What follows belongs to an exercise in optimizing a design on an open flow for small area and a short achievable clock period; a production flow would make more cautious choices.
RTL that was checked went through simulation tests only; none was proved equivalent to the original.
Only the layout flow was run in run 1; the RTL was not checked for function there.
Power and IR drop assume default switching activity.

**design/flow/design.v**
```verilog
module sync_fifo_param #(
    parameter int WIDTH     = 8,
    parameter int ADDR_BITS = 9,
    parameter int AF_LEVEL  = 480,
    parameter int AE_LEVEL  = 32
) (
    input  logic                 clk,
    input  logic                 rst,
    input  logic                 wr,
    input  logic [WIDTH-1:0]     wr_data,
    output logic                 not_full,
    input  logic                 rd,
    output logic [WIDTH-1:0]     rd_data,
    output logic                 not_empty,
    output logic [ADDR_BITS:0]   count,
    output logic                 almost_full,
    output logic                 almost_empty,
    output logic                 overflow,
    output logic                 underflow,
    input  logic                 err_clr
);
    localparam int CW    = ADDR_BITS + 1;
    localparam int DEPTH = 2 ** ADDR_BITS;
    localparam int GRP   = 64;               
    localparam int NGRP  = DEPTH / GRP;
    logic [CW-1:0]    r_count;
    logic             r_not_full, r_not_empty, r_almost_full, r_almost_empty;
    logic             r_overflow, r_underflow;
    logic [WIDTH-1:0] r_rd_data;
    logic w_acc, r_acc, inc, dec;
    assign w_acc = ~wr & r_not_full;
    assign r_acc = ~rd & r_not_empty;
    assign inc   = w_acc & ~r_acc;
    assign dec   = r_acc & ~w_acc;
    logic [WIDTH*DEPTH-1:0] r_mem;
    always_ff @(posedge clk) begin
        if (w_acc) begin
            r_mem <= {r_mem[WIDTH*(DEPTH-1)-1:0], wr_data};
        end
    end
    logic [7:0] r_f0n [WIDTH/2];    
    logic [7:0] r_f1, r_f2;
    logic [WIDTH*NGRP-1:0] w_part, r_part;
    logic [DEPTH/8-1:0] w_rowsel;
    always_comb begin
        for (int k = 0; k < DEPTH/8; k++) w_rowsel[k] = r_f1[k % 8] & r_f2[k / 8];
    end
    always_comb begin
        for (int b = 0; b < WIDTH; b++) begin
            for (int g = 0; g < NGRP; g++) begin
                logic acc;
                acc = 1'b1;
                for (int k = 0; k < GRP/8; k++) begin
                    logic inner;
                    inner = 1'b1;
                    for (int a = 0; a < 8; a++) inner = inner & (r_f0n[b/2][a] | r_mem[((g*GRP/8 + k)*8 + a)*WIDTH + b]);
                    acc = acc & (~w_rowsel[g*GRP/8 + k] | inner);
                end
                w_part[b*NGRP + g] = acc;
            end
        end
    end
    always_ff @(posedge clk) begin
        r_part <= w_part;
    end
    logic [WIDTH-1:0] w_fetched;
    always_comb begin
        for (int b = 0; b < WIDTH; b++) begin
            w_fetched[b] = &r_part[b*NGRP +: NGRP];
        end
    end
    logic             r_pv0, r_pv1, r_fv;
    logic [WIDTH-1:0] r_pq0, r_pq1;
    logic w_mem_wait;
    always_comb begin
        if (r_pv1 || (r_pv0 && r_fv)) w_mem_wait = (r_count > CW'(2));
        else if (r_pv0)               w_mem_wait = (r_count > CW'(1));
        else                          w_mem_wait = (r_count != '0);
    end
    logic w_room1;    
    assign w_room1 = r_acc ? ~(r_pv1 & r_fv) : ~(r_pv1 | (r_pv0 & r_fv));
    logic w_issue, w_byp;
    assign w_issue = w_mem_wait & w_room1;
    assign w_byp   = w_acc & ~w_mem_wait & (r_acc | ~r_pv1) & ~(r_pv0 & r_fv & ~r_acc);
    always_ff @(posedge clk) begin
        logic [WIDTH-1:0] q0, q1, q2, q3;
        logic [2:0]       n;
        n  = 3'd0;
        q0 = r_pq0; q1 = r_pq1; q2 = '0; q3 = '0;
        if (r_acc) begin
            q0 = r_pq1;
            n  = {2'b0, r_pv1};
        end else begin
            n  = {2'b0, r_pv0} + {2'b0, r_pv1};
        end
        if (r_fv) begin
            if (n == 3'd0) q0 = w_fetched; else q1 = w_fetched;
            n = n + 3'd1;
        end
        if (w_byp) begin
            if (n == 3'd0) q0 = wr_data; else q1 = wr_data;
            n = n + 3'd1;
        end
        r_pq0 <= q0;
        r_pq1 <= q1;
        if (rst) begin
            r_pv0 <= 1'b0;
            r_pv1 <= 1'b0;
            r_fv  <= 1'b0;
        end else begin
            r_pv0 <= (n != 3'd0);
            r_pv1 <= (n >= 3'd2);
            r_fv  <= w_issue;
        end
    end
    logic w_up, w_dn;
    assign w_up = w_acc & ~w_byp & ~w_issue;
    assign w_dn = w_issue & ~(w_acc & ~w_byp);
    always_ff @(posedge clk) begin
        if (rst) begin
            for (int b = 0; b < WIDTH/2; b++) r_f0n[b] <= 8'h7f;
            r_f1 <= 8'h80;
            r_f2 <= 8'h80;
        end else if (w_up) begin
            for (int b = 0; b < WIDTH/2; b++) r_f0n[b] <= {r_f0n[b][6:0], r_f0n[b][7]};
            if (!r_f0n[0][7]) begin
                r_f1 <= {r_f1[6:0], r_f1[7]};
                if (r_f1[7]) begin
                    r_f2 <= {r_f2[6:0], r_f2[7]};
                end
            end
        end else if (w_dn) begin
            for (int b = 0; b < WIDTH/2; b++) r_f0n[b] <= {r_f0n[b][0], r_f0n[b][7:1]};
            if (!r_f0n[0][0]) begin
                r_f1 <= {r_f1[0], r_f1[7:1]};
                if (r_f1[0]) begin
                    r_f2 <= {r_f2[0], r_f2[7:1]};
                end
            end
        end
    end
    logic [CW-1:0] w_cnt_inc, w_cnt_dec;
    assign w_cnt_inc = r_count + CW'(1);
    assign w_cnt_dec = r_count - CW'(1);
    always_ff @(posedge clk) begin
        if (rst) begin
            r_count        <= '0;
            r_not_full     <= 1'b1;
            r_not_empty    <= 1'b0;
            r_almost_full  <= 1'b0;
            r_almost_empty <= 1'b1;
            r_overflow     <= 1'b0;
            r_underflow    <= 1'b0;
            r_rd_data      <= '0;
        end else begin
            if (r_acc) begin
                r_rd_data <= r_pq0;
            end
            if (inc) begin
                r_count        <= w_cnt_inc;
                r_not_full     <= (r_count != CW'(DEPTH - 1));
                r_not_empty    <= 1'b1;
                r_almost_full  <= (r_count >= CW'(AF_LEVEL - 1));
                r_almost_empty <= (r_count <= CW'(AE_LEVEL - 1));
            end else if (dec) begin
                r_count        <= w_cnt_dec;
                r_not_full     <= 1'b1;
                r_not_empty    <= (r_count != CW'(1));
                r_almost_full  <= (r_count >= CW'(AF_LEVEL + 1));
                r_almost_empty <= (r_count <= CW'(AE_LEVEL + 1));
            end
            if (!wr && !r_not_full) begin
                r_overflow <= 1'b1;
            end else if (err_clr) begin
                r_overflow <= 1'b0;
            end
            if (!rd && !r_not_empty) begin
                r_underflow <= 1'b1;
            end else if (err_clr) begin
                r_underflow <= 1'b0;
            end
        end
    end
    assign count        = r_count;
    assign not_full     = r_not_full;
    assign not_empty    = r_not_empty;
    assign rd_data      = r_rd_data;
    assign almost_full  = r_almost_full;
    assign almost_empty = r_almost_empty;
    assign overflow     = r_overflow;
    assign underflow    = r_underflow;
endmodule
```
**design/flow/flow/run.sh**
```bash
#!/bin/bash
set -euo pipefail
cd "$(dirname "${BASH_SOURCE[0]}")/.."
bash standard.sh \
  MATCH_CELL_FOOTPRINT=0 \
  "BUFFER_PORTS_ARGS=-buffer_cell sky130_fd_sc_hd__buf_4" \
  "CTS_ARGS=-sink_clustering_enable -repair_clock_nets -dont_use_dummy_load -sink_clustering_size 25 -sink_clustering_max_diameter 70" \
  finish > flow_make.log 2>&1
```
**design/flow/standard.sh**
```bash
#!/bin/bash
# synth_recipe.tcl (not shown) runs the flow's synth.tcl, then flattens the netlist and writes it again
# the make line also repeats each setting of config.mk as NAME=value (left out here)
make -C /OpenROAD-flow-scripts/flow DESIGN_CONFIG=/design/flow/config.mk WORK_HOME=/design/flow/orfs CLKGATE_MAP_FILE= SYNTH_SCRIPT=/design/flow/synth_recipe.tcl "${@:-finish}"
```
**design/flow/config.mk**
```make
export PLATFORM = sky130hd
export DESIGN_NAME = sync_fifo_param
export DESIGN_NICKNAME = sync_fifo_param
export VERILOG_FILES = /design/flow/design.v
export SDC_FILE = /design/flow/constraint.sdc
export NUM_CORES = 4
export LEC_CHECK = 0
export CAP_MARGIN = 20
export CORE_MARGIN = 2
export CORE_UTILIZATION = 60
export PLACE_DENSITY = 0.7
export SETUP_SLACK_MARGIN = 3.1
export SLEW_MARGIN = 20
```
**design/flow/constraint.sdc**
```tcl
create_clock -name core_clock -period 5.5 [get_ports {clk}]
set_input_delay 1.1000 -clock core_clock [delete_from_list [all_inputs] [get_ports {clk}]]
set_output_delay 1.1000 -clock core_clock [all_outputs]
set_load 0.01 [all_outputs]
```
==> notes.md, run 1 <==
Setup TNS: 0 ps
Chip width: 503 µm
Reg-to-Reg Start: r_count[1]
CTS buffer count: 197
Clk pwr share: 0.257
Drt total wl: 374000 µm
CTS tree: yes
Most frequent cells in the layout: edfxtp_1 (4096), o22ai_1 (2304), nor4_1 (547)
Crit-path max cell delay: 540 ps
Reg2Reg Capture Point: r_f2[0]
Setup-failing EPs final: 0
Placed wire-length estimate: 187000 µm
GRT Resource Usage Total: 0.282
Routed length per instance: 32.5 µm
Static Leak: 39.5 nW
Sequential share of power: 0.600
CP arrival: 3810 ps
Status: no timing/DRC/antenna violations
Area Growth Syn to Fin: 9.21%
Drt pass-1 iters: 6
Critical path type: reg -> reg
Clock Pin Slew Worst Setup and Hold Paths: 100 ps
Reg2reg path depth: 13
Pwr/cell area: 374 nW/µm²
DRC: 0
Worst-Skew Late Latency: 910 ps
I/O Buffers: 36
Worst setup SP type: register
Post-route ant nets: 0
Power share of the combinational group: 0.143
Largest net degree at the start of global routing: 183
Worst-margin pin slew: 1190 ps
Fin crit share: 0.561
H-tree Lvls: 4
Number of cell rows: 183
Worst path slowest cell: or4b_4
Die Span Y: 503 µm
Final net count: 8186
Clock buffer depth: 3
Cell variety after synth: 47
TritonCTS Sinks: 4251
Non-filler cells, final: 11503
Max cap viols: 0
Root Buffer: clkbuf_16
Grt total ovfl: 0
Count of final hold-check violations: 0
RSZ-0062 raised after global routing: true
Inst Count DP: 11082
Hold Crit Start: r_mem[2837]
Hold depth: 0
Crit-path cells: inv_6, ha_4, or4b_4, a21oi_4, nor4_4, nor2_2, ha_4, buf_12, mux2i_2, a2111oi_4, buf_6, nor2_1, a211oi_2
Switching Share: 0.262
Via count: 84723
Maximum vdd drop: 0.000396 V
Mapped Cells: 8108
First-pass GRT wire length: 529000 µm
Element type at the critical path end: register
Main synth FF type: edfxtp_1
Skew final: 90.3 ps
Pins Over Slew Limit: 0
Flops & latches, synth: 4251
CP most frequent cell: ha_4
Post-Syn Nets: 8133
Core area: 248000 µm²
Min-delay worst type: reg -> reg
Routability cong.: 0.812
Switch Pwr: 15.9 mW
Endpoint, Worst Hold: r_mem[2845]
Initial Util: 0.601
Die area: 253000 µm²
Vias in the first global route: 79842
Layout cell share with drive strength beyond 1: 0.0955
Final worst path period need: 3090 ps
Slew margin rel.: 0.202
Ys async rst share: 0
Most common cell after layout, fill and taps aside: edfxtp_1
Yosys Warn Count: 2
Sequential area share after synthesis: 0.846
Mapped Area: 149000 µm²
Initial antenna violation count: 11
Pint: 45.0 mW
Drt via density: 7.37
Post-synth EDFFs: 4096
Fmax: 324 MHz
Syn avg cell area: 18.4 µm²
FF-to-FF setup slack: 2410 ps
Req. time, crit path: 6220 ps
Crit path max fanout: 8
Final Power: 60.9 mW
1st-iter DRT viols: 13865
Top Ports: 37
[cells by family (layout without fill, tap and decap cells)]
| kind of cell | count (synthesis) | count (layout) | share of synthesized area |
|---|---|---|---|
| buffers and inverters | 542 | 593 | 0.0137 |
| other | 0 | 14 | 0 |
| muxes | 108 | 108 | 0.00768 |
| and+or+nand+nor | 811 | 811 | 0.0318 |
| adders and majority gates | 12 | 12 | 0.00101 |
| DFF | 4251 | 4251 | 0.846 |
| AOI/OAI and AO/OA | 2373 | 2373 | 0.0996 |
| xor gates and xnor gates | 11 | 11 | 0.000646 |
[worst max path at each step]
stage / start / to / cells after the start
finish: r_count[1] / r_f2[0] / 13
global route: r_count[1] / r_f2[0] / 13
CTS: r_count[1] / r_f2[6] / 13
detailed placement: wr / r_mem[2520] / 5
global placement: wr / r_mem[2257] / 5
floorplan: wr / r_count[9] / 9
[through the flow]
stage	setup slack (ps)	instance area [µm²]	hold slack, ps	util
2_1_floorplan	-60040	149000	427	-
3_3_place_gp	1430	153000	428	0.619
3_5_place_dp	1360	153000	432	0.619
4_1_cts	2500	161000	385	0.651
5_1_grt	2350	163000	393	0.657
6_report	2410	163000	397	0.657
[state kept, by name (all words and copies together) (netlist names), 8 cells and up]
name / flops
r_count: 10
r_f0n: 32
r_f1: 8
r_f2: 8
r_mem: 4096
r_part: 64
r_pq0: 8
r_pq1: 8
r_rd_data: 8
[critical path, delay by kind of cell, from the launching register on]
family | cells | cell delay [ps]
AOI/OAI and AO/OA | 3 | 800
DFF | 1 | 380
muxes | 1 | 80
and+or+nand+nor | 4 | 870
adders and majority gates | 2 | 430
buffers and inverters | 3 | 370
[layer usage]
layer	GRT usage	wire length, µm
met5	0	42
met4	0.123	17000
met3	0.0627	45800
met2	0.417	168000
met1	0.412	143000
[cell type report]
type | count | area, µm²
Multi-Input combinational cell | 3315 | 21600
Fill cell | 15811 | 85100
Antenna cell | 14 | 35.0
Timing Repair Buffer | 383 | 5800
Sequential cell | 4251 | 126000
Tap cell | 3330 | 4170
Clock buffer | 197 | 4930
Inverter | 13 | 63.8
[what timing repair did]
action,in CTS,in global routing
pin swaps,15,12
endpoints found under the hold margin,0,0
gates resized for setup,223,99
cloned,25,14
buffers inserted,113,58
hold buffers,0,0
setup endpoints to repair,3323,1803
[power groups by stage]
stage | Combinational, mW | Sequential (mW) | Clock (mW)
finish | 8.68 | 36.6 | 15.7
detailed placement | 5.81 | 37.8 | 0
floorplan | 4.11 | 40.1 | 0
CTS | 7.86 | 36.6 | 15.9
global placement | 5.76 | 37.8 | 0
global route | 8.86 | 36.6 | 16.8
[Yosys cell counts (all sizes together), types with 2 or more instances]
master  instances  area, µm²
clkbuf        495       1860
or3             3       18.8
xor2            4       35.0
nand2          99        372
mux2i          56        561
a21oi          25        125
nor2           52        195
o221ai          2       17.5
nand4          19        119
nand3           4       25.0
a211oi         18        135
nor3b           2       15.0
mux2           52        586
nand2b         31        194
nor4          581       3670
xnor2           7       61.3
nor3            4       20.0
o21ai          15       75.1
edfxtp       4096     123000
inv            13       48.8
dfxtp         155       3100
ha             12        150
nor2b           8       50.1
buf            34        136
o22ai        2304      14400
==> run 2: changes to the inputs <==
--- a/design/flow/design.v
+++ b/design/flow/design.v
@@ -74,7 +74,3 @@
     logic w_mem_wait;
-    always_comb begin
-        if (r_pv1 || (r_pv0 && r_fv)) w_mem_wait = (r_count > CW'(2));
-        else if (r_pv0)               w_mem_wait = (r_count > CW'(1));
-        else                          w_mem_wait = (r_count != '0);
-    end
+    assign w_mem_wait = ~(~r_f0n[0][7] & r_f1[7] & r_f2[7]);
     logic w_room1;    
--- a/design/flow/config.mk
+++ b/design/flow/config.mk
@@ -9,4 +9,4 @@
 export CORE_MARGIN = 2
-export CORE_UTILIZATION = 60
-export PLACE_DENSITY = 0.7
+export CORE_UTILIZATION = 70
+export PLACE_DENSITY = 0.78
 export SETUP_SLACK_MARGIN = 3.1
==> notes.md, run 2 <==
Switching Share: 0.259 (was 0.262)
Placed wire-length estimate: 187000 µm (about the same)
DRC: 0 (unchanged)
Reg2Reg Capture Point: r_part[60] (was r_f2[0])
Chip width: 466 µm (was 503 µm)
Min-delay worst type: reg -> reg (unchanged)
Maximum vdd drop: 0.000335 V (was 0.000396 V)
Initial Util: 0.705 (was 0.601)
Placement Setup Slack: 1060 ps (was 1360 ps)
Die Span Y: 466 µm (was 503 µm)
Setup-failing EPs final: 0 (unchanged)
Pint: 44.6 mW (was 45.0 mW)
Core area: 212000 µm² (was 248000 µm²)
Mapped Area: 150000 µm² (was 149000 µm²)
CTS buffer count: 192 (was 197)
DR top layer: met5 (unchanged)
Switch Pwr: 15.5 mW (was 15.9 mW)
Post-Route M1 WL: 133000 µm (was 143000 µm)
Setup TNS: 0 ps (unchanged)
I/O Buffers: 36 (unchanged)
Root Buffer: clkbuf_16 (unchanged)
Max cap viols: 0 (unchanged)
CTS tree: yes (unchanged)
Post-route ant nets: 0 (unchanged)
Met3 Wirelength: 52300 µm (was 45800 µm)
Final core occ: 0.762 (was 0.657)
Largest net degree at the start of global routing: 111 (was 183)
Largest registers: r_mem (4096), r_part (64), r_f0n (32) (unchanged)
Top cells by count, synth: edfxtp_1 (4096), o22ai_1 (2304), nor4_1 (578) (unchanged)
Most flop-heavy register: r_mem (unchanged)
H-tree Lvls: 4 (unchanged)
Number of cell rows: 169 (was 183)
Crit path max fanout: 40 (was 8)
Post-cts hold buffer count: 0 (unchanged)
Skew final: 75.9 ps (was 90.3 ps)
Routability cong.: 0.820 (was 0.812)
Syn avg cell area: 18.4 µm² (about the same)
Area Growth Syn to Fin: 8.16% (was 9.21%)
Final net count: 8194 (was 8186)
Crit-path leading delay family: simple AND/OR/NAND/NOR gates (unchanged)
Crit-path cells: buf_6, o22ai_1, nor4_1, o22ai_1, nor4_1 (was inv_6, ha_4, or4b_4, a21oi_4, nor4_4, nor2_2, ha_4, buf_12, mux2i_2, a2111oi_4, buf_6, nor2_1, a211oi_2)
Most common cell after layout, fill and taps aside: edfxtp_1 (unchanged)
Flops & latches, synth: 4251 (unchanged)
Fillers: 10661 (was 15811)
Most frequent cells in the layout: edfxtp_1 (4096), o22ai_1 (2304), nor4_1 (553) (was edfxtp_1 (4096), o22ai_1 (2304), nor4_1 (547))
Crit-path max cell delay: 600 ps (was 540 ps)
Via count: 87242 (was 84723)
Initial antenna violation count: 6 (was 11)
Pwr/cell area: 371 nW/µm² (was 374 nW/µm²)
Most common cell in the netlist: edfxtp_1 (unchanged)
Drt pass-1 iters: 7 (was 6)
Max reg flops: 4096 (unchanged)
Die area: 217000 µm² (was 253000 µm²)
Leading post-synthesis cells by cell area: edfxtp_1 (82%), o22ai_1 (9.6%), nor4_1 (2.4%) (was edfxtp_1 (82%), o22ai_1 (9.7%), nor4_1 (2.4%))
Grt total ovfl: 0 (unchanged)
Req. time, crit path: 6290 ps (was 6220 ps)
Ys async rst share: 0 (unchanged)
Layout cell share with drive strength beyond 1: 0.0943 (was 0.0955)
Critical path type: reg -> reg (unchanged)
Wire length on met2: 170000 µm (was 168000 µm)
1st-iter DRT viols: 15475 (was 13865)
Fin crit share: 0.465 (was 0.561)
WP depth: 5 (was 13)
Cell variety after synth: 54 (was 47)
Count of final hold-check violations: 0 (unchanged)
Capture point of the worst path: r_part[60] (was r_f2[0])
Drt total wl: 375000 µm (was 374000 µm)
Crit path from: r_f0n[3][6] (was r_count[1])
Slew margin rel.: 0.193 (was 0.202)
GRT Resource Usage Total: 0.331 (was 0.282)
Sequential share of power: 0.609 (was 0.600)
TritonCTS Sinks: 4251 (unchanged)
Sequential area share after synthesis: 0.843 (was 0.846)
Worst setup SP type: register (unchanged)
Drt via density: 7.93 (was 7.37)
Power share of the combinational group: 0.135 (was 0.143)
Element type at the critical path end: register (unchanged)
Post-route setup slack: 2950 ps (was 2410 ps)
Reg2reg path depth: 5 (was 13)
FF-to-FF setup slack: 2950 ps (was 2410 ps)
Mapped Cells: 8113 (was 8108)
RSZ-0062 raised after global routing: true (unchanged)
First-pass GRT wire length: 533000 µm (was 529000 µm)
Sum of buffers and inverters on the critical path: 1 (was 3)
Clock buffer depth: 3 (unchanged)
Yosys Warn Count: 2 (unchanged)
Cell accounting for the most synthesized area: edfxtp_1 (unchanged)
Worst-Skew Late Latency: 910 ps (about the same)
Final Power: 60.1 mW (was 60.9 mW)
Post-Syn Nets: 8136 (was 8133)
Pins Over Slew Limit: 0 (unchanged)
Top Ports: 37 (unchanged)
Worst-margin pin slew: 1210 ps (was 1190 ps)
Final worst path period need: 2550 ps (was 3090 ps)
CP arrival: 3340 ps (was 3810 ps)
Reg-to-Reg Start: r_f0n[3][6] (was r_count[1])
Synth top area share: 0.822 (was 0.825)
Clk pwr share: 0.257 (about the same)
Post-synth EDFFs: 4096 (unchanged)
Fmax: 391 MHz (was 324 MHz)
Status: no timing/DRC/antenna violations (unchanged)
Routed length per instance: 34.1 µm (was 32.5 µm)
Main synth FF type: edfxtp_1 (unchanged)
Worst Hold Slack: 406 ps (was 397 ps)
Clock Pin Slew Worst Setup and Hold Paths: 100 ps (about the same)
Worst path slowest cell: nor4_1 (was or4b_4)
Vias in the first global route: 82688 (was 79842)
Static Leak: 39.2 nW (was 39.5 nW)
-- run 2: power by group through the flow --
stage | Clock, mW | Combinational, mW | Sequential [mW]
3_5_place_dp | 0 | 5.56 | 37.7
5_1_grt | 16.4 | 8.21 | 36.6
4_1_cts | 15.5 | 6.98 | 36.5
2_1_floorplan | 0 | 4.29 | 39.5
3_3_place_gp | 0 | 5.46 | 37.6
6_report | 15.4 | 8.09 | 36.6
-- run 2: metrics by stage --
stage	cells	area, µm²
floorplan	8113	150000
global placement	10585	153000
detailed placement	10586	153000
CTS	10923	161000
global route	10991	162000
finish	10996	162000
-- run 2: worst min-delay path by stage --
stage	from	end	slack (ps)	cells past startpoint
floorplan	r_mem[1001]	r_mem[1009]	430	0
global placement	r_mem[1500]	r_mem[1508]	430	0
detailed placement	r_mem[2842]	r_mem[2850]	430	0
CTS	r_mem[703]	r_mem[711]	420	0
global route	r_mem[703]	r_mem[711]	420	0
finish	r_mem[1403]	r_mem[1411]	410	0
-- run 2: cells by family (layout without fill, tap and decap cells) --
family,Yosys count,count (layout),share of synthesized area
compound gates,2387,2388,0.100
xor+xnor,6,6,0.000351
fa+ha+maj,10,10,0.000836
buf+inv,541,596,0.0166
flops,4251,4251,0.843
mux,104,104,0.00732
other cells,0,6,0
simple gates,814,814,0.0318
-- run 2: repair_timing --
item,4_1_cts,5_1_grt
buffers inserted,118,58
gates resized for setup,192,65
setup endpoints to repair,3331,912
cloned,27,8
pin swaps,6,12
-- run 2: area by class of cell --
class                      count  area (µm²)  area share
sequential                  4251      126000       0.780
multi-input combinational   3322       21600       0.133
timing repair buffer         391        5520      0.0341
clock buffer                 192        4800      0.0297
tap                         2821        3530      0.0218
inverter                      13        52.6    0.000325
antenna                        6        15.0   0.0000928
-- run 2: routing by layer --
layer / up-vias / GRT usage
met5: - / 0
met1: 43785 / 0.471
met4: 2 / 0.155
met3: 1046 / 0.0797
li1: 34401 / -
met2: 8008 / 0.495
==> run 3: changes to the inputs <==
--- a/design/flow/config.mk
+++ b/design/flow/config.mk
@@ -11,3 +11,3 @@
 export PLACE_DENSITY = 0.78
-export SETUP_SLACK_MARGIN = 3.1
+export SETUP_SLACK_MARGIN = 2.9
 export SLEW_MARGIN = 20
==> notes.md, run 3 <==
Count of final hold-check violations: 0 (unchanged)
Min-delay worst type: reg -> reg (unchanged)
Post-cts hold buffer count: 0 (unchanged)
H-tree Lvls: 4 (unchanged)
Grt total ovfl: 0 (unchanged)
Most frequent cells in the layout: edfxtp_1 (4096), o22ai_1 (2304), nor4_1 (567) (was edfxtp_1 (4096), o22ai_1 (2304), nor4_1 (553))
Fin crit share: 0.478 (was 0.465)
Cell accounting for the most synthesized area: edfxtp_1 (unchanged)
Flops & latches, synth: 4251 (unchanged)
Syn avg cell area: 18.4 µm² (unchanged)
GRT Resource Usage Total: 0.320 (was 0.331)
Top cells by count, synth: edfxtp_1 (4096), o22ai_1 (2304), nor4_1 (578) (unchanged)
Layout cell share with drive strength beyond 1: 0.0758 (was 0.0943)
Final Power: 58.9 mW (was 60.1 mW)
Mapped Area: 150000 µm² (unchanged)
Switching Share: 0.253 (was 0.259)
Post-synth EDFFs: 4096 (unchanged)
Area Growth Syn to Fin: 6.81% (was 8.16%)
Chip width: 466 µm (unchanged)
Main synth FF type: edfxtp_1 (unchanged)
Post-route ant nets: 0 (unchanged)
Yosys Warn Count: 2 (unchanged)
Clock buffer depth: 3 (unchanged)
Pins Over Slew Limit: 0 (unchanged)
Fmax: 380 MHz (was 391 MHz)
Core area: 212000 µm² (unchanged)
Most flop-heavy register: r_mem (unchanged)
Initial antenna violation count: 5 (was 6)
Drt pass-1 iters: 6 (was 7)
DRC: 0 (unchanged)
Leading post-synthesis cells by cell area: edfxtp_1 (82%), o22ai_1 (9.6%), nor4_1 (2.4%) (unchanged)
Die Span Y: 466 µm (unchanged)
Via count: 85580 (was 87242)
First-pass GRT wire length: 519000 µm (was 533000 µm)
Vias in the first global route: 81331 (was 82688)
Crit path max fanout: 11 (was 40)
Skew final: 73.3 ps (was 75.9 ps)
Status: no timing/DRC/antenna violations (unchanged)
Final worst path period need: 2630 ps (was 2550 ps)
Most common cell in the netlist: edfxtp_1 (unchanged)
Largest net degree at the start of global routing: 111 (unchanged)
I/O Buffers: 36 (unchanged)
Switch Pwr: 14.9 mW (was 15.5 mW)
Routability cong.: 0.820 (unchanged)
Req. time, crit path: 6230 ps (was 6290 ps)
Slew margin rel.: 0.154 (was 0.193)
Maximum vdd drop: 0.000351 V (was 0.000335 V)
Max cap viols: 0 (unchanged)
Number of cell rows: 169 (unchanged)
Drt total wl: 360000 µm (was 375000 µm)
CTS tree: yes (unchanged)
Worst setup SP type: register (unchanged)
CP arrival: 3360 ps (was 3340 ps)
Critical path type: reg -> reg (unchanged)
Drt via density: 7.87 (was 7.93)
Post-Syn Nets: 8136 (unchanged)
Element type at the critical path end: register (unchanged)
Cell variety after synth: 54 (unchanged)
Pwr/cell area: 368 nW/µm² (was 371 nW/µm²)
Clk pwr share: 0.261 (was 0.257)
Sequential share of power: 0.624 (was 0.609)
Power share of the combinational group: 0.115 (was 0.135)
Sequential area share after synthesis: 0.843 (unchanged)
1st-iter DRT viols: 14526 (was 15475)
Ys async rst share: 0 (unchanged)
Max reg flops: 4096 (unchanged)
Pint: 43.9 mW (was 44.6 mW)
Initial Util: 0.705 (unchanged)
Setup TNS: 0 ps (unchanged)
Clock Pin Slew Worst Setup and Hold Paths: 100 ps (about the same)
Static Leak: 38.3 nW (was 39.2 nW)
Largest registers: r_mem (4096), r_part (64), r_f0n (32) (unchanged)
Die area: 217000 µm² (unchanged)
Final net count: 8077 (was 8194)
Root Buffer: clkbuf_16 (unchanged)
Setup-failing EPs final: 0 (unchanged)
Most common cell after layout, fill and taps aside: edfxtp_1 (unchanged)
Worst-margin pin slew: 1270 ps (was 1210 ps)
Synth top area share: 0.822 (unchanged)
RSZ-0062 raised after global routing: true (unchanged)
Worst-Skew Late Latency: 890 ps (was 910 ps)
Routed length per instance: 33.1 µm (was 34.1 µm)
TritonCTS Sinks: 4251 (unchanged)
CTS buffer count: 192 (unchanged)
Placed wire-length estimate: 187000 µm (unchanged)
Top Ports: 37 (unchanged)
Mapped Cells: 8113 (unchanged)
[run 3: changes by cell type in the layout (fill, tap and decap cells not counted), moves of 5 or more]
cell / change
nand2_1: +8
buf_12: -13
nand2_2: -8
buf_4: -37
buf_6: -32
nor4_2: -12
dfxtp_2: -6
mux2_4: -5
clkbuf_16: -8
dfxtp_1: +10
buf_8: -6
buf_16: -20
nor4_1: +14
[run 3: cell type report]
type	count	area (µm²)
diodes	6	15.0
clock buffers	192	4800
fillers	11040	52500
inverters	13	52.6
multi-input cells	3322	21300
flip-flops and latches	4251	126000
well taps	2821	3530
repair buffers	274	3780
[run 3: path summary, 6_finish.rpt]
kind / from / endpoint / slack, ps / cells past startpoint
max: r_f1[4] / r_part[39] / 2870 / 3
min: r_mem[1211] / r_mem[1219] / 410 / 0
max reg2reg: r_f1[4] / r_part[39] / 2870 / 3
min reg2reg: r_mem[1211] / r_mem[1219] / 410 / 0
[run 3: kinds of logic (layout without fill, tap and decap cells)]
group	Yosys count	count (layout)	share of synthesized area
other	0	6	0
XOR/XNOR	6	6	0.000351
buffers and inverters	541	479	0.0166
flip-flops	4251	4251	0.843
AO/OA/AOI/OAI	2387	2388	0.100
multiplexers	104	104	0.00732
adder cells (fa/ha/maj)	10	10	0.000836
AND/OR/NAND/NOR	814	814	0.0318
[run 3: critical path: stages, from the launching register on]
cell	delay, ps
dfxtp_1	530
nand2_1	1020
o22ai_1	250
nor4_1	660
[run 3: timing repair]
action                                  4_1_cts  5_1_grt
setup buffers                                50       21
endpoints found under the setup margin     3259     1168
hold endpoints to repair                      0        0
resized for setup                            94       39
pin swaps                                     2        3
cloned                                       20        3
[run 3: per-stage QoR]
step / setup WS [ps] / instance area (µm²) / utilization / std cells / hold WS (ps)
finish: 2870 / 160000 / 0.753 / 10879 / 411
global route: 2820 / 160000 / 0.753 / 10874 / 420
CTS: 2850 / 159000 / 0.750 / 10848 / 415
detailed placement: 1060 / 153000 / 0.720 / 10586 / 433
global placement: 1130 / 153000 / 0.720 / 10585 / 427
floorplan: -67660 / 150000 / - / 8113 / 427
[run 3: layer usage]
layer | wire length [µm] | global-route usage | up-vias
met1 | 132000 | 0.467 | 43232
met4 | 16800 | 0.137 | 4
met2 | 165000 | 0.482 | 7338
met5 | 28 | 0 | -
li1 | - | - | 34155
met3 | 46700 | 0.0631 | 851
[run 3: power groups by stage]
| stage | Combinational (mW) | Clock (mW) | Sequential [mW] |
|---|---|---|---|
| floorplan | 4.29 | 0 | 39.5 |
| global placement | 5.46 | 0 | 37.6 |
| detailed placement | 5.56 | 0 | 37.7 |
| CTS | 6.29 | 15.5 | 36.7 |
| global route | 6.93 | 16.4 | 36.7 |
| finish | 6.76 | 15.4 | 36.7 |
==> run 4: changes to the inputs <==
--- a/design/flow/config.mk
+++ b/design/flow/config.mk
@@ -9,5 +9,5 @@
 export CORE_MARGIN = 2
-export CORE_UTILIZATION = 70
-export PLACE_DENSITY = 0.78
-export SETUP_SLACK_MARGIN = 2.9
+export CORE_UTILIZATION = 78
+export PLACE_DENSITY = 0.85
+export SETUP_SLACK_MARGIN = 3.1
 export SLEW_MARGIN = 20
==> notes.md, run 4 <==
Status: no timing/DRC/antenna violations (unchanged)
Worst-margin pin slew: 1320 ps (was 1270 ps)
Pwr/cell area: 377 nW/µm² (was 368 nW/µm²)
Crit-path cells: buf_16, o22ai_1, nor4_1, o22ai_1, nor4_1 (was nand2_1, o22ai_1, nor4_1)
Static Leak: 39.3 nW (was 38.3 nW)
Post-DP Area: 152000 µm² (was 153000 µm²)
FF-to-FF setup slack: 2500 ps (was 2870 ps)
Crit path max fanout: 34 (was 11)
Drt via density: 8.67 (was 7.87)
Non-filler cells, final: 10690 (was 10879)
Grt total ovfl: 0 (unchanged)
Critical path type: reg -> reg (unchanged)
Sequential area share after synthesis: 0.843 (unchanged)
Cell area after layout: 162000 µm² (was 160000 µm²)
GRT Resource Usage Total: 0.391 (was 0.320)
Sum of buffers and inverters on the critical path: 1 (was 0)
Placed wire-length estimate: 189000 µm (was 187000 µm)
Final Power: 61.0 mW (was 58.9 mW)
Fin crit share: 0.546 (was 0.478)
Layout cell share with drive strength beyond 1: 0.0948 (was 0.0758)
Max reg flops: 4096 (unchanged)
Max cap viols: 0 (unchanged)
Final net count: 8181 (was 8077)
Die Span Y: 442 µm (was 466 µm)
Top Ports: 37 (unchanged)
Number of cell rows: 160 (was 169)
Synth top area share: 0.822 (unchanged)
I/O Buffers: 36 (unchanged)
Fmax: 333 MHz (was 380 MHz)
Min-delay worst type: reg -> reg (unchanged)
Most flop-heavy register: r_mem (unchanged)
Initial Util: 0.786 (was 0.705)
Post-route ant nets: 0 (unchanged)
Post-cts hold buffer count: 0 (unchanged)
Final worst path period need: 3000 ps (was 2630 ps)
Endpoint, Worst Hold: r_mem[535] (was r_mem[1219])
Reg2reg path depth: 5 (was 3)
H-tree Lvls: 4 (unchanged)
Yosys Warn Count: 2 (unchanged)
Mapped Cells: 8113 (unchanged)
Drt pass-1 iters: 12 (was 6)
Hold depth: 0 (unchanged)
Req. time, crit path: 6290 ps (was 6230 ps)
Clock Pin Slew Worst Setup and Hold Paths: 110 ps (was 100 ps)
Worst-Skew Late Latency: 960 ps (was 890 ps)
Ys async rst share: 0 (unchanged)
Inst Count DP: 10261 (was 10586)
Post-Syn Nets: 8136 (unchanged)
Crit-path max cell delay: 1080 ps (was 1020 ps)
Chip width: 442 µm (was 466 µm)
Worst path slowest cell: nor4_1 (was nand2_1)
Element type at the critical path end: register (unchanged)
Routed length per instance: 39.6 µm (was 33.1 µm)
Post-synth EDFFs: 4096 (unchanged)
RSZ-0062 raised after global routing: true (unchanged)
Maximum vdd drop: 0.000354 V (was 0.000351 V)
First-pass GRT wire length: 559000 µm (was 519000 µm)
Main synth FF type: edfxtp_1 (unchanged)
Reg2Reg Capture Point: r_part[28] (was r_part[39])
Initial antenna violation count: 19 (was 5)
Vias in the first global route: 85721 (was 81331)
Via count: 92705 (was 85580)
TritonCTS Sinks: 4251 (unchanged)
Largest registers: r_mem (4096), r_part (64), r_f0n (32) (unchanged)
Setup-failing EPs final: 0 (unchanged)
Top cells by count, synth: edfxtp_1 (4096), o22ai_1 (2304), nor4_1 (578) (unchanged)
Root Buffer: clkbuf_16 (unchanged)
Area Growth Syn to Fin: 8.09% (was 6.81%)
Flops & latches, synth: 4251 (unchanged)
Most common cell in the netlist: edfxtp_1 (unchanged)
Clock buffer depth: 3 (unchanged)
Setup TNS: 0 ps (unchanged)
DRC: 0 (unchanged)
CP arrival: 3790 ps (was 3360 ps)
WP depth: 5 (was 3)
Hold Crit Start: r_mem[527] (was r_mem[1211])
Cell accounting for the most synthesized area: edfxtp_1 (unchanged)
Count of final hold-check violations: 0 (unchanged)
Syn avg cell area: 18.4 µm² (unchanged)
Final core occ: 0.849 (was 0.753)
Cell variety after synth: 54 (unchanged)
Skew final: 92.2 ps (was 73.3 ps)
Mapped Area: 150000 µm² (unchanged)
Slew margin rel.: 0.121 (was 0.154)
CTS tree: yes (unchanged)
Leading post-synthesis cells by cell area: edfxtp_1 (82%), o22ai_1 (9.6%), nor4_1 (2.4%) (unchanged)
Largest net degree at the start of global routing: 114 (was 111)
Crit-path leading delay family: simple AND/OR/NAND/NOR gates (unchanged)
Core area: 190000 µm² (was 212000 µm²)
Drt total wl: 423000 µm (was 360000 µm)
Worst setup SP type: register (unchanged)
Die area: 195000 µm² (was 217000 µm²)
Routability cong.: 0.826 (was 0.820)
CTS buffer count: 193 (was 192)
Reg-to-Reg Start: r_f0n[1][1] (was r_f1[4])
Most frequent cells in the layout: edfxtp_1 (4096), o22ai_1 (2304), nor4_1 (552) (was edfxtp_1 (4096), o22ai_1 (2304), nor4_1 (567))
Pins Over Slew Limit: 0 (unchanged)
1st-iter DRT viols: 20324 (was 14526)
Most common cell after layout, fill and taps aside: edfxtp_1 (unchanged)
[run 4: changes by cell type in the layout (fill, tap and decap cells not counted), moves of 9 or more]
cell / delta
buf_6: +42
clkbuf_16: +23
diode_2: +17
buf_12: +15
nor4_1: -15
buf_16: +14
nor4_2: +14
dfxtp_4: +12
dfxtp_1: -11
nand2_1: -11
buf_8: +10
nand2_2: +9
[run 4: cell families (layout without fill, tap and decap cells)]
group | after synthesis | count (layout) | share of synthesized area
flip-flops | 4251 | 4251 | 0.843
XOR/XNOR | 6 | 6 | 0.000351
adder cells (fa/ha/maj) | 10 | 10 | 0.000836
AO/OA/AOI/OAI | 2387 | 2388 | 0.100
AND/OR/NAND/NOR | 814 | 814 | 0.0318
multiplexers | 104 | 104 | 0.00732
buffers and inverters | 541 | 583 | 0.0166
other | 0 | 23 | 0
[run 4: how the worst max path moves through the flow]
stage	start	endpoint	slack [ps]
2_1_floorplan	r_not_full	r_pq1[5]	-67660
3_3_place_gp	rd	r_f2[7]	1100
3_5_place_dp	rd	r_f2[7]	1030
4_1_cts	r_not_full	not_full	2880
5_1_grt	r_f0n[1][1]	r_part[28]	2600
6_report	r_f0n[1][1]	r_part[28]	2500
[run 4: layout make-up]
class                           instances  area [µm²]
Timing Repair Buffer                  377        5640
Multi-Input combinational cell       3322       21700
Fill cell                            6908       28700
Clock buffer                          193        4830
Antenna cell                           23        57.6
Sequential cell                      4251      126000
Inverter                               13        52.6
Tap cell                             2511        3140
[run 4: worst reg2reg max path: stages (launching register included)]
cell,delay [ps]
dfxtp_4,650
buf_16,300
o22ai_1,160
nor4_1,1080
o22ai_1,320
nor4_1,380
[run 4: routing by layer]
metal	up-vias	wire (µm)	part of all wire	track usage
li1	34320	-	-	-
met4	20	35300	0.084	0.239
met5	-	195	0.00046	0
met2	11956	188000	0.44	0.586
met1	44103	127000	0.30	0.527
met3	2306	72400	0.17	0.104
[run 4: where the power goes]
part	total, mW	internal [mW]	switching (mW)
combinational	8.39	2.54	5.85
clock	15.9	6.28	9.61
sequential	36.7	35.7	0.972
total	61.0	44.5	16.4
[run 4: repair_timing]
item	in CTS	in global routing
pin swaps	5	30
setup endpoints to repair	3536	2078
endpoints found under the hold margin	0	0
resized for setup	188	129
cloned	24	25
setup buffers	92	72
[run 4: per-stage QoR]
step | worst slack, ps | hold WS, ps
3_5_place_dp | 1030 | 432
2_1_floorplan | -67660 | 427
4_1_cts | 2880 | 404
3_3_place_gp | 1100 | 428
5_1_grt | 2600 | 408
6_report | 2500 | 414
==> run 5: changes to the inputs <==
--- a/design/flow/config.mk
+++ b/design/flow/config.mk
@@ -9,4 +9,4 @@
 export CORE_MARGIN = 2
-export CORE_UTILIZATION = 78
-export PLACE_DENSITY = 0.85
+export CORE_UTILIZATION = 60
+export PLACE_DENSITY = 0.7
 export SETUP_SLACK_MARGIN = 3.1
==> notes.md, run 5 <==
Drt pass-1 iters: 6 (was 12)
Static Leak: 39.2 nW (was 39.3 nW)
Syn avg cell area: 18.4 µm² (unchanged)
Mapped Cells: 8113 (unchanged)
Initial Util: 0.603 (was 0.786)
H-tree Lvls: 4 (unchanged)
Maximum vdd drop: 0.000390 V (was 0.000354 V)
Worst Hold Slack: 403 ps (was 414 ps)
Req. time, crit path: 6230 ps (was 6290 ps)
Status: no timing/DRC/antenna violations (unchanged)
Core area: 248000 µm² (was 190000 µm²)
Yosys Warn Count: 2 (unchanged)
Grt total ovfl: 0 (unchanged)
Largest net degree at the start of global routing: 159 (was 114)
Main synth FF type: edfxtp_1 (unchanged)
Inst Count DP: 11095 (was 10261)
Top Ports: 37 (unchanged)
Flops & latches, synth: 4251 (unchanged)
Max reg flops: 4096 (unchanged)
Final net count: 8181 (unchanged)
Chip width: 503 µm (was 442 µm)
Layout cell share with drive strength beyond 1: 0.0926 (was 0.0948)
Initial antenna violation count: 11 (was 19)
Skew final: 89.6 ps (was 92.2 ps)
Post-Route M1 WL: 146000 µm (was 127000 µm)
Die Span Y: 503 µm (was 442 µm)
Count of final hold-check violations: 0 (unchanged)
Number of cell rows: 183 (was 160)
Critical path type: reg -> reg (unchanged)
Most common cell after layout, fill and taps aside: edfxtp_1 (unchanged)
RSZ-0062 raised after global routing: true (unchanged)
CP arrival: 3250 ps (was 3790 ps)
1st-iter DRT viols: 13816 (was 20324)
Top cells by count, synth: edfxtp_1 (4096), o22ai_1 (2304), nor4_1 (578) (unchanged)
Setup-failing EPs final: 0 (unchanged)
GRT Resource Usage Total: 0.287 (was 0.391)
Non-filler cells, final: 11496 (was 10690)
First-pass GRT wire length: 540000 µm (was 559000 µm)
TritonCTS Sinks: 4251 (unchanged)
Final core occ: 0.655 (was 0.849)
Root Buffer: clkbuf_16 (unchanged)
Final worst path period need: 2520 ps (was 3000 ps)
DRC: 0 (unchanged)
Placed wire-length estimate: 188000 µm (was 189000 µm)
CTS buffer count: 200 (was 193)
Min-delay worst type: reg -> reg (unchanged)
Wire length on met2: 170000 µm (was 188000 µm)
Most flop-heavy register: r_mem (unchanged)
Vias in the first global route: 80162 (was 85721)
Slew margin rel.: 0.194 (was 0.121)
Fmax: 397 MHz (was 333 MHz)
Mapped Area: 150000 µm² (unchanged)
I/O Buffers: 36 (unchanged)
Drt total wl: 378000 µm (was 423000 µm)
CTS tree: yes (unchanged)
Post-cts hold buffer count: 0 (unchanged)
Met3 Wirelength: 46200 µm (was 72400 µm)
Crit path max fanout: 12 (was 34)
Fin crit share: 0.458 (was 0.546)
DR top layer: met5 (unchanged)
Post-Syn Nets: 8136 (unchanged)
Via count: 85423 (was 92705)
Leading post-synthesis cells by cell area: edfxtp_1 (82%), o22ai_1 (9.6%), nor4_1 (2.4%) (unchanged)
Ys async rst share: 0 (unchanged)
Most common cell in the netlist: edfxtp_1 (unchanged)
Drt via density: 7.43 (was 8.67)
Clock buffer depth: 3 (unchanged)
Pwr/cell area: 371 nW/µm² (was 377 nW/µm²)
Sequential area share after synthesis: 0.843 (unchanged)
Post-route ant nets: 0 (unchanged)
Largest registers: r_mem (4096), r_part (64), r_f0n (32) (unchanged)
Cell variety after synth: 54 (unchanged)
Cell accounting for the most synthesized area: edfxtp_1 (unchanged)
Area Growth Syn to Fin: 8.59% (was 8.09%)
Die area: 253000 µm² (was 195000 µm²)
Worst setup SP type: register (unchanged)
Routability cong.: 0.816 (was 0.826)
Pins Over Slew Limit: 0 (unchanged)
Routed length per instance: 32.9 µm (was 39.6 µm)
Element type at the critical path end: register (unchanged)
Max cap viols: 0 (unchanged)
Post-synth EDFFs: 4096 (unchanged)
Worst-Skew Late Latency: 860 ps (was 960 ps)
Clock Pin Slew Worst Setup and Hold Paths: 100 ps (was 110 ps)
Final Power: 60.2 mW (was 61.0 mW)
Worst-margin pin slew: 1210 ps (was 1320 ps)
Synth top area share: 0.822 (unchanged)
Setup TNS: 0 ps (unchanged)
Most frequent cells in the layout: edfxtp_1 (4096), o22ai_1 (2304), nor4_1 (551) (was edfxtp_1 (4096), o22ai_1 (2304), nor4_1 (552))
-- run 5: path summary, 6_finish.rpt --
kind	start	to	slack [ps]	cells past startpoint
worst max register to register	r_f1[0]	r_part[48]	2980	3
worst min-delay path	r_mem[3725]	r_mem[3733]	400	0
worst max-delay path	r_f1[0]	r_part[48]	2980	3
worst min register to register	r_mem[3725]	r_mem[3733]	400	0
-- run 5: worst max-delay path, cell delays in order (launching register included) --
cell and delay (ps):
dfxtp_1 870, nand2_1 920, o22ai_1 460, nor4_1 110
-- run 5: area by class of cell --
class	count	area, µm²
sequential	4251	126000
fill	16258	85700
multi-input combinational	3322	21600
timing repair buffer	370	5360
clock buffer	200	5000
tap	3330	4170
inverter	13	52.6
antenna	10	25.0
-- run 5: kinds of logic (layout without fill, tap and decap cells) --
| group | count (synthesis) | in the layout | share of synthesized area |
|---|---|---|---|
| fa+ha+maj | 10 | 10 | 0.000836 |
| buf+inv | 541 | 583 | 0.0166 |
| other cells | 0 | 10 | 0 |
| xor+xnor | 6 | 6 | 0.000351 |
| mux | 104 | 104 | 0.00732 |
| compound gates | 2387 | 2388 | 0.100 |
| flops | 4251 | 4251 | 0.843 |
| simple gates | 814 | 814 | 0.0318 |
-- run 5: power by group --
| part | switching [mW] | internal [mW] |
|---|---|---|
| sequential | 0.758 | 35.7 |
| clock | 9.32 | 6.48 |
| combinational | 5.51 | 2.40 |
| total | 15.6 | 44.6 |
-- run 5: repair_timing --
item | in CTS | in global routing
endpoints found under the setup margin | 2890 | 1150
resized for setup | 170 | 58
endpoints found under the hold margin | 0 | 0
gates cloned | 25 | 6
pin swaps | 6 | 9
buffers inserted | 118 | 41
-- run 5: per-layer routing --
| layer | GRT usage | vias up |
|---|---|---|
| met5 | 0 | - |
| met4 | 0.103 | 8 |
| met3 | 0.0620 | 697 |
| met2 | 0.429 | 6293 |
| met1 | 0.425 | 44040 |
| li1 | - | 34385 |
-- run 5: metrics by stage --
| step | instance area, µm² | worst slack (ps) |
|---|---|---|
| finish | 162000 | 2980 |
| global route | 162000 | 2980 |
| CTS | 162000 | 2960 |
| detailed placement | 154000 | 1340 |
| global placement | 154000 | 1310 |
| floorplan | 150000 | -67660 |
==> run 6: changes to the inputs <==
==> design/flow/flow/run.sh (replaced) <==
#!/bin/bash
set -euo pipefail
cd "$(dirname "${BASH_SOURCE[0]}")/.."
bash standard.sh \
  MATCH_CELL_FOOTPRINT=0 \
  "BUFFER_PORTS_ARGS=-buffer_cell sky130_fd_sc_hd__buf_4" \
  "CTS_ARGS=-sink_clustering_enable -repair_clock_nets -dont_use_dummy_load -sink_clustering_size 30 -sink_clustering_max_diameter 60" \
  finish > flow_make.log 2>&1
==> notes.md, run 6 <==
Slew margin rel.: 0.190 (was 0.194)
Setup-failing EPs final: 0 (unchanged)
Clock buffer depth: 3 (unchanged)
Initial antenna violation count: 11 (unchanged)
Sum of buffers and inverters on the critical path: 0 (unchanged)
Vias in the first global route: 80011 (was 80162)
I/O Buffers: 36 (unchanged)
DRC: 0 (unchanged)
Syn avg cell area: 18.4 µm² (unchanged)
CTS tree: yes (unchanged)
Drt total wl: 379000 µm (was 378000 µm)
TritonCTS Sinks: 4251 (unchanged)
Clock Pin Slew Worst Setup and Hold Paths: 100 ps (about the same)
Most common cell in the netlist: edfxtp_1 (unchanged)
Chip width: 503 µm (unchanged)
RSZ-0062 raised after global routing: true (unchanged)
Fmax: 397 MHz (about the same)
Req. time, crit path: 6260 ps (was 6230 ps)
Layout cell share with drive strength beyond 1: 0.0913 (was 0.0926)
Placement Setup Slack: 1340 ps (unchanged)
Most frequent cells in the layout: edfxtp_1 (4096), o22ai_1 (2304), nor4_1 (551) (unchanged)
Post-cts hold buffer count: 0 (unchanged)
1st-iter DRT viols: 14059 (was 13816)
Status: no timing/DRC/antenna violations (unchanged)
Drt pass-1 iters: 8 (was 6)
Pint: 44.6 mW (about the same)
Crit path max fanout: 12 (unchanged)
Number of cell rows: 183 (unchanged)
Switch Pwr: 15.6 mW (about the same)
Met3 Wirelength: 46800 µm (was 46200 µm)
GRT Resource Usage Total: 0.287 (about the same)
Power share of the combinational group: 0.131 (about the same)
Post-synth EDFFs: 4096 (unchanged)
Worst path slowest cell: nand2_1 (unchanged)
Wire length on met2: 170000 µm (about the same)
Main synth FF type: edfxtp_1 (unchanged)
Most flop-heavy register: r_mem (unchanged)
Final core occ: 0.654 (was 0.655)
Routed length per instance: 32.9 µm (about the same)
Cell area after layout: 162000 µm² (about the same)
Grt total ovfl: 0 (unchanged)
Fin crit share: 0.458 (about the same)
Worst setup SP type: register (unchanged)
Leading post-synthesis cells by cell area: edfxtp_1 (82%), o22ai_1 (9.6%), nor4_1 (2.4%) (unchanged)
Largest registers: r_mem (4096), r_part (64), r_f0n (32) (unchanged)
Skew final: 84.4 ps (was 89.6 ps)
Routability cong.: 0.816 (unchanged)
Largest net degree at the start of global routing: 159 (unchanged)
First-pass GRT wire length: 539000 µm (was 540000 µm)
Clk pwr share: 0.263 (was 0.262)
CP arrival: 3280 ps (was 3250 ps)
Min-delay worst type: reg -> reg (unchanged)
Die Span Y: 503 µm (unchanged)
Post-Syn Nets: 8136 (unchanged)
Sequential area share after synthesis: 0.843 (unchanged)
Area Growth Syn to Fin: 8.53% (was 8.59%)
Post-DP Area: 154000 µm² (unchanged)
DR top layer: met5 (unchanged)
Synth top area share: 0.822 (unchanged)
Mapped Cells: 8113 (unchanged)
H-tree Lvls: 4 (unchanged)
Worst-margin pin slew: 1210 ps (about the same)
Cell variety after synth: 54 (unchanged)
CTS buffer count: 201 (was 200)
Die area: 253000 µm² (unchanged)
Mapped Area: 150000 µm² (unchanged)
Initial Util: 0.603 (unchanged)
Maximum vdd drop: 0.000393 V (was 0.000390 V)
Max reg flops: 4096 (unchanged)
Top Ports: 37 (unchanged)
Flops & latches, synth: 4251 (unchanged)
Ys async rst share: 0 (unchanged)
Top cells by count, synth: edfxtp_1 (4096), o22ai_1 (2304), nor4_1 (578) (unchanged)
Core area: 248000 µm² (unchanged)
Cell accounting for the most synthesized area: edfxtp_1 (unchanged)
Max cap viols: 0 (unchanged)
Crit-path max cell delay: 870 ps (was 920 ps)
Final worst path period need: 2520 ps (about the same)
Pwr/cell area: 371 nW/µm² (about the same)
Critical path type: reg -> reg (unchanged)
Crit-path cells: nand2_1, o22ai_1, nor4_1 (unchanged)
Final net count: 8175 (was 8181)
Root Buffer: clkbuf_16 (unchanged)
Sequential share of power: 0.606 (about the same)
Post-route setup slack: 2980 ps (about the same)
Switching Share: 0.259 (about the same)
Placed wire-length estimate: 188000 µm (unchanged)
Element type at the critical path end: register (unchanged)
Count of final hold-check violations: 0 (unchanged)
Most common cell after layout, fill and taps aside: edfxtp_1 (unchanged)
Post-Route M1 WL: 146000 µm (about the same)
Worst-Skew Late Latency: 910 ps (was 860 ps)
Crit-path leading delay family: simple AND/OR/NAND/NOR gates (unchanged)
Static Leak: 39.2 nW (about the same)
Final Power: 60.2 mW (about the same)
Yosys Warn Count: 2 (unchanged)
Via count: 85287 (was 85423)
Drt via density: 7.42 (was 7.43)
Post-route ant nets: 0 (unchanged)
Pins Over Slew Limit: 0 (unchanged)
Setup TNS: 0 ps (unchanged)
==> run 6: worst register-to-register path: stages, from the launching register on <==
cell and delay (ps):
dfxtp_1 860, nand2_1 870, o22ai_1 500, nor4_1 140
==> run 6: metal layers <==
metal | vias up | GRT usage
met5 | - | 0.00209
met2 | 6352 | 0.425
met3 | 693 | 0.0632
met1 | 43879 | 0.424
met4 | 4 | 0.109
li1 | 34359 | -
==> run 6: power groups by stage <==
| stage | clock (mW) | sequential, mW | combinational, mW |
|---|---|---|---|
| final | 15.8 | 36.5 | 7.91 |
| after global routing | 17.0 | 36.5 | 8.08 |
| after CTS | 16.0 | 36.5 | 7.41 |
| after detailed placement | 0 | 37.8 | 5.57 |
| after global placement | 0 | 37.7 | 5.49 |
| after floorplan | 0 | 39.5 | 4.29 |
==> run 6: cells by family (layout without fill, tap and decap cells) <==
kind of cell               count (synthesis)  in the layout  share of synthesized area
DFF                                     4251           4251                      0.843
AOI/OAI and AO/OA                       2387           2388                      0.100
and+or+nand+nor                          814            814                     0.0318
buffers and inverters                    541            577                     0.0166
muxes                                    104            104                    0.00732
adders and majority gates                 10             10                   0.000836
xor gates and xnor gates                   6              6                   0.000351
other                                      0             14                          0
==> run 6: worst paths after layout <==
kind | startpoint | to | slack [ps] | cells after the start
max | r_f1[0] | r_part[60] | 2980 | 3
min | r_mem[322] | r_mem[330] | 380 | 0
min reg2reg | r_mem[322] | r_mem[330] | 380 | 0
max reg2reg | r_f1[0] | r_part[60] | 2980 | 3
==> run 6: repair_timing <==
action / in CTS / in global routing
pin swaps: 6 / 8
setup endpoints to repair: 2889 / 1175
gates cloned: 22 / 9
buffers inserted: 120 / 33
gates resized for setup: 169 / 43
==> run 6: per-stage QoR <==
step	instances	hold WS, ps
finish	11494	382
global route	11485	389
CTS	11438	385
detailed placement	11095	432
global placement	11095	428
floorplan	8113	427
==> run 6: area by class of cell <==
cell class | instances | area, µm²
flip-flops and latches | 4251 | 126000
fillers | 16230 | 85800
multi-input cells | 3322 | 21500
repair buffers | 363 | 5270
clock buffers | 201 | 5030
well taps | 3330 | 4170
inverters | 13 | 52.6
diodes | 14 | 35.0

separate check: timing with driven ports:
The flow's constraints put no driver on any port. The routed layouts listed below were extracted and timed again, unchanged, in two steps. Step 1: set_driving_cell puts a clkbuf_16 on clk and a buf_2 on each other input, an assumption about the parent block. Step 2, shift: input delay + t, output delay - t, t = (earliest + latest rising clock arrival at the registers) / 2. This alone moves slack from input paths to output paths. Three values: ideal ports, drivers, drivers and shift; two values: the first two.
| run | shift t [ns] | slack for setup (ns) | slew at the worst register clock pin (ns) | worst slew at a driven data input, ns | cell pins on the clock port's net |
|---|---|---|---|---|---|
| run 1 | 0.961 | 2.414 / 2.414 / 1.955 | 0.11 / 0.11 | 0.19 | 1 |
| run 2 | 0.960 | 2.945 / 2.871 / 2.224 | 0.11 / 0.11 | 0.04 | 1 |
| run 3 | 0.952 | 2.871 / 2.845 / 2.114 | 0.10 / 0.10 | 0.04 | 1 |
| run 4 | 0.987 | 2.499 / 2.499 / 1.811 | 0.13 / 0.13 | 0.19 | 1 |
| run 5 | 0.924 | 2.982 / 2.917 / 2.264 | 0.10 / 0.10 | 0.05 | 1 |
| run 6 | 0.957 | 2.980 / 2.904 / 2.257 | 0.12 / 0.12 | 0.05 | 1 |
After both steps every run listed still meets setup and hold. The setup slack of run 3, which loses most, moves by -0.026 ns with the drivers and by -0.757 ns with both steps.
